Context: an optimization exercise on an open-source flow, tuned for small area, a short achievable clock period and few clock cycles per item. The choices shown serve that exercise and are no tape-out recipe.
The RTL was checked by simulation tests, not by an equivalence proof against the original design.
Power and IR drop assume default switching activity.

job 101:
// angle_to_cursor_calibrated_mapper_top
module angle_to_cursor_calibrated_mapper_top (
   input  logic        clock,
   input  logic        reset,
   input  logic        req_tvalid,
   output logic        req_tready,
   input  logic [23:0] req_tdata,    
   input  logic [2:0]  req_tuser,    
   output logic        rsp_tvalid,
   input  logic        rsp_tready,
   output logic [39:0] rsp_tdata,    
   output logic [0:0]  rsp_tuser,    
   input  logic        csr_we,
   input  logic [1:0]  csr_index,
   input  logic [13:0] csr_wdata
);
For scale: roughly 10000 cells after synthesis, roughly 91 I/O pins, ~85000 µm² of cells after synthesis.
Settings: LEC_CHECK=0, ABC_AREA=1, CAP_MARGIN=20, CORE_MARGIN=2, CORE_UTILIZATION=60, CTS_BUF_LIST=sky130_fd_sc_hd__clkbuf_8, PLACE_DENSITY=0.72, SETUP_SLACK_MARGIN=4.2, SLEW_MARGIN=20, SYNTH_HIERARCHICAL=1; clock period 7.5 ns.
run.sh (not shown) runs the stock make flow with config.mk's settings and CLKGATE_MAP_FILE= SYNTH_SCRIPT=/design/flow/synth_recipe.tcl, a recipe that flattens the netlist after the stock synthesis.
Job 101 closes out successfully: all stages finished, all timing, DRC and antenna checks passed.
Testbench counts of job 101, summed over its fixed seeds: cycles 2,512, items 2,400.
Modified inputs, job 102 compared to job 101
- swapping 4.2 for 4.3 in SETUP_SLACK_MARGIN
### Flow results
- Combinational power delta (job 102 -> job 101): insignificant
- Between job 101 and job 102, the difference in detail-routed via count per cell is negligible.
- Per the final summary, job 101 finished and its layout is clean on timing, DRC and antenna.
- Job 102 finished all stages; the layout is clean.
- The wire length of the first global-routing pass of job 101 and that of job 102 are within noise of each other.

========
Setup of v33:
angle_to_cursor_calibrated_mapper_top, a different RTL version from the one above (not shown whole).
For scale: about 10000 cells after synthesis, roughly 91 I/O pins.
Settings: LEC_CHECK=0, ABC_AREA=1, CAP_MARGIN=20, CORE_MARGIN=2, CORE_UTILIZATION=60, CTS_BUF_LIST=sky130_fd_sc_hd__clkbuf_8, PLACE_DENSITY=0.72, SETUP_SLACK_MARGIN=4.3, SLEW_MARGIN=20, SYNTH_HIERARCHICAL=1; clock period 7.5 ns.
Testbench counts of v33, summed over its fixed seeds: cycles 2,512, items 2,400.
The inputs of v3 differ from those of v33 as listed below.
# v33
export LEC_CHECK = 0
export ABC_AREA = 1
export CAP_MARGIN = 20
export CORE_MARGIN = 2
export CORE_UTILIZATION = 60
export CTS_BUF_LIST = sky130_fd_sc_hd__clkbuf_8
export PLACE_DENSITY = 0.72
export SETUP_SLACK_MARGIN = 4.3
export SLEW_MARGIN = 20
export SYNTH_HIERARCHICAL = 1
create_clock -name core_clock -period 7.5 [get_ports {clock}]
# v3
export LEC_CHECK = 0
export ABC_AREA = 1
export CAP_MARGIN = 20
export CORE_MARGIN = 2
export CORE_UTILIZATION = 40
export CTS_BUF_LIST = sky130_fd_sc_hd__clkbuf_8
export SETUP_SLACK_MARGIN = 4.3
export SLEW_MARGIN = 20
export SYNTH_HIERARCHICAL = 1
create_clock -name core_clock -period 7.5 [get_ports {clock}]
## What came out
The relative contribution of combinational cells to total power was comparable across v33 and v3.
Re via count normalized by instance count: v33 was higher than v3.
Of the two values seen for launch point of the worst path, span_x_ff[5]$_SDFFE_PP0P_ was produced by v33 and u_queue.head_ff[21]$_DFFE_PN_ by v3.
v33 vs v3, category of the critical setup timing path: reg -> reg vs reg -> out
Delta (v3 minus v33): sequential group share of total power barely changed; floorplan core area climbed 0.071 mm²; largest fanout of any net on the critical path dropped 9.
Aggregate routed wire length: v3 > v33
Summary: with v33 as the reference, maximum vdd drop in v3 moved down by a few percent.
On power density over cell area, the higher figure sits with v33, not v3.
v3 has less setup slack than v33.
The termination of the worst setup path comes out rsp_tdata[21] in one run and u_back.sxs_ff[8]$_DFFE_PP_ in the other, namely in v3 and v33 respectively.
First-pass iteration count of the detailed router (higher): v33
Height of the die (v3 / v33): 1.2
Here is what was changed in the inputs of v16 compared with v3.
# v3
export LEC_CHECK = 0
export ABC_AREA = 1
export CAP_MARGIN = 20
export CORE_MARGIN = 2
export CORE_UTILIZATION = 40
export CTS_BUF_LIST = sky130_fd_sc_hd__clkbuf_8
export SETUP_SLACK_MARGIN = 4.3
export SLEW_MARGIN = 20
export SYNTH_HIERARCHICAL = 1
create_clock -name core_clock -period 7.5 [get_ports {clock}]
# v16
export LEC_CHECK = 0
export ABC_AREA = 1
export CAP_MARGIN = 20
export CORE_MARGIN = 2
export CORE_UTILIZATION = 40
export CTS_BUF_LIST = sky130_fd_sc_hd__clkbuf_8
export SETUP_SLACK_MARGIN = 4.4
export SLEW_MARGIN = 20
export SYNTH_HIERARCHICAL = 1
create_clock -name core_clock -period 7.5 [get_ports {clock}]
### Flow results
| via count | v16 vs v3 | 1.2% higher |
Looking at number of signal-net buffers in the layout, v16 sits about 54% higher than v3 does.
v3 reports its capture point of the worst path as rsp_tdata[21] while v16 reports u_back.sxs_ff[9]$_DFFE_PP_.
Re wire length per cell after detailed routing: v16 is 0.14 µm up on v3.
Higher register-to-register slack among v16 and v3: v3
The sequential share of layout area number comes out higher for v3 vs v16.
reg -> reg as the critical setup path kind was reported by v16, and reg -> out by v3.
Per the comparison of v16 with v3, vias per cell saw little to no change, maximum achievable frequency saw a decrease, wire length saw an increase.
Inputs modified between v16 and v58:
# v16
export LEC_CHECK = 0
export ABC_AREA = 1
export CAP_MARGIN = 20
export CORE_MARGIN = 2
export CORE_UTILIZATION = 40
export CTS_BUF_LIST = sky130_fd_sc_hd__clkbuf_8
export SETUP_SLACK_MARGIN = 4.4
export SLEW_MARGIN = 20
export SYNTH_HIERARCHICAL = 1
create_clock -name core_clock -period 7.5 [get_ports {clock}]
# v58
export LEC_CHECK = 0
export ABC_AREA = 1
export CAP_MARGIN = 20
export CORE_MARGIN = 2
export CORE_UTILIZATION = 40
export SETUP_SLACK_MARGIN = 4.3
export SLEW_MARGIN = 20
export SYNTH_HIERARCHICAL = 1
create_clock -name core_clock -period 7.5 [get_ports {clock}]
Results
- Every run in the comparison, v58 and v16, completed the flow with a clean layout.
- v58 ended up with a lower level count of the clock H-tree than v16 did.
- Of the two values seen for top routing layer in use, met4 was produced by v58 and met5 by v16.
- Changes observed in v58 relative to v16: via count went down; area of all placed cells without fillers went down.

==> separate check: timing with driven ports <==
Ports are ideal in the flow. The routed layouts listed here were re-timed in OpenROAD. Step 1: set_driving_cell puts a clkbuf_16 on clock and a buf_2 on each other input, an assumption about the parent block. Step 2 moves the port delays by t, midway between the first and last clock arrival at a register: inputs arrive t later, outputs are due t later. That takes back most of the time a late clock gives input paths. a / b / c = no drivers / after step 1 / after step 2; a / b = the first two.
run | t, ns | setup slack, ns | clock arrival spread, ns
job 101 | 0.963 | 4.314 / 4.308 / 3.821 | 0.070 / 0.069
job 102 | 0.963 | 4.397 / 4.340 / 3.842 | 0.067 / 0.067
v33 | 0.963 | 4.397 / 4.340 / 3.842 | 0.067 / 0.067
v3 | 0.965 | 4.366 / 4.292 / 3.726 | 0.068 / 0.069
v16 | 0.981 | 4.342 / 4.276 / 3.720 | 0.071 / 0.071
v58 | 0.826 | 4.362 / 4.308 / 3.712 | 0.042 / 0.042
After both steps setup and hold are still met in every run listed. For v58, which loses most, drivers alone change the setup slack by -0.054 ns; drivers and shift together by -0.650 ns.
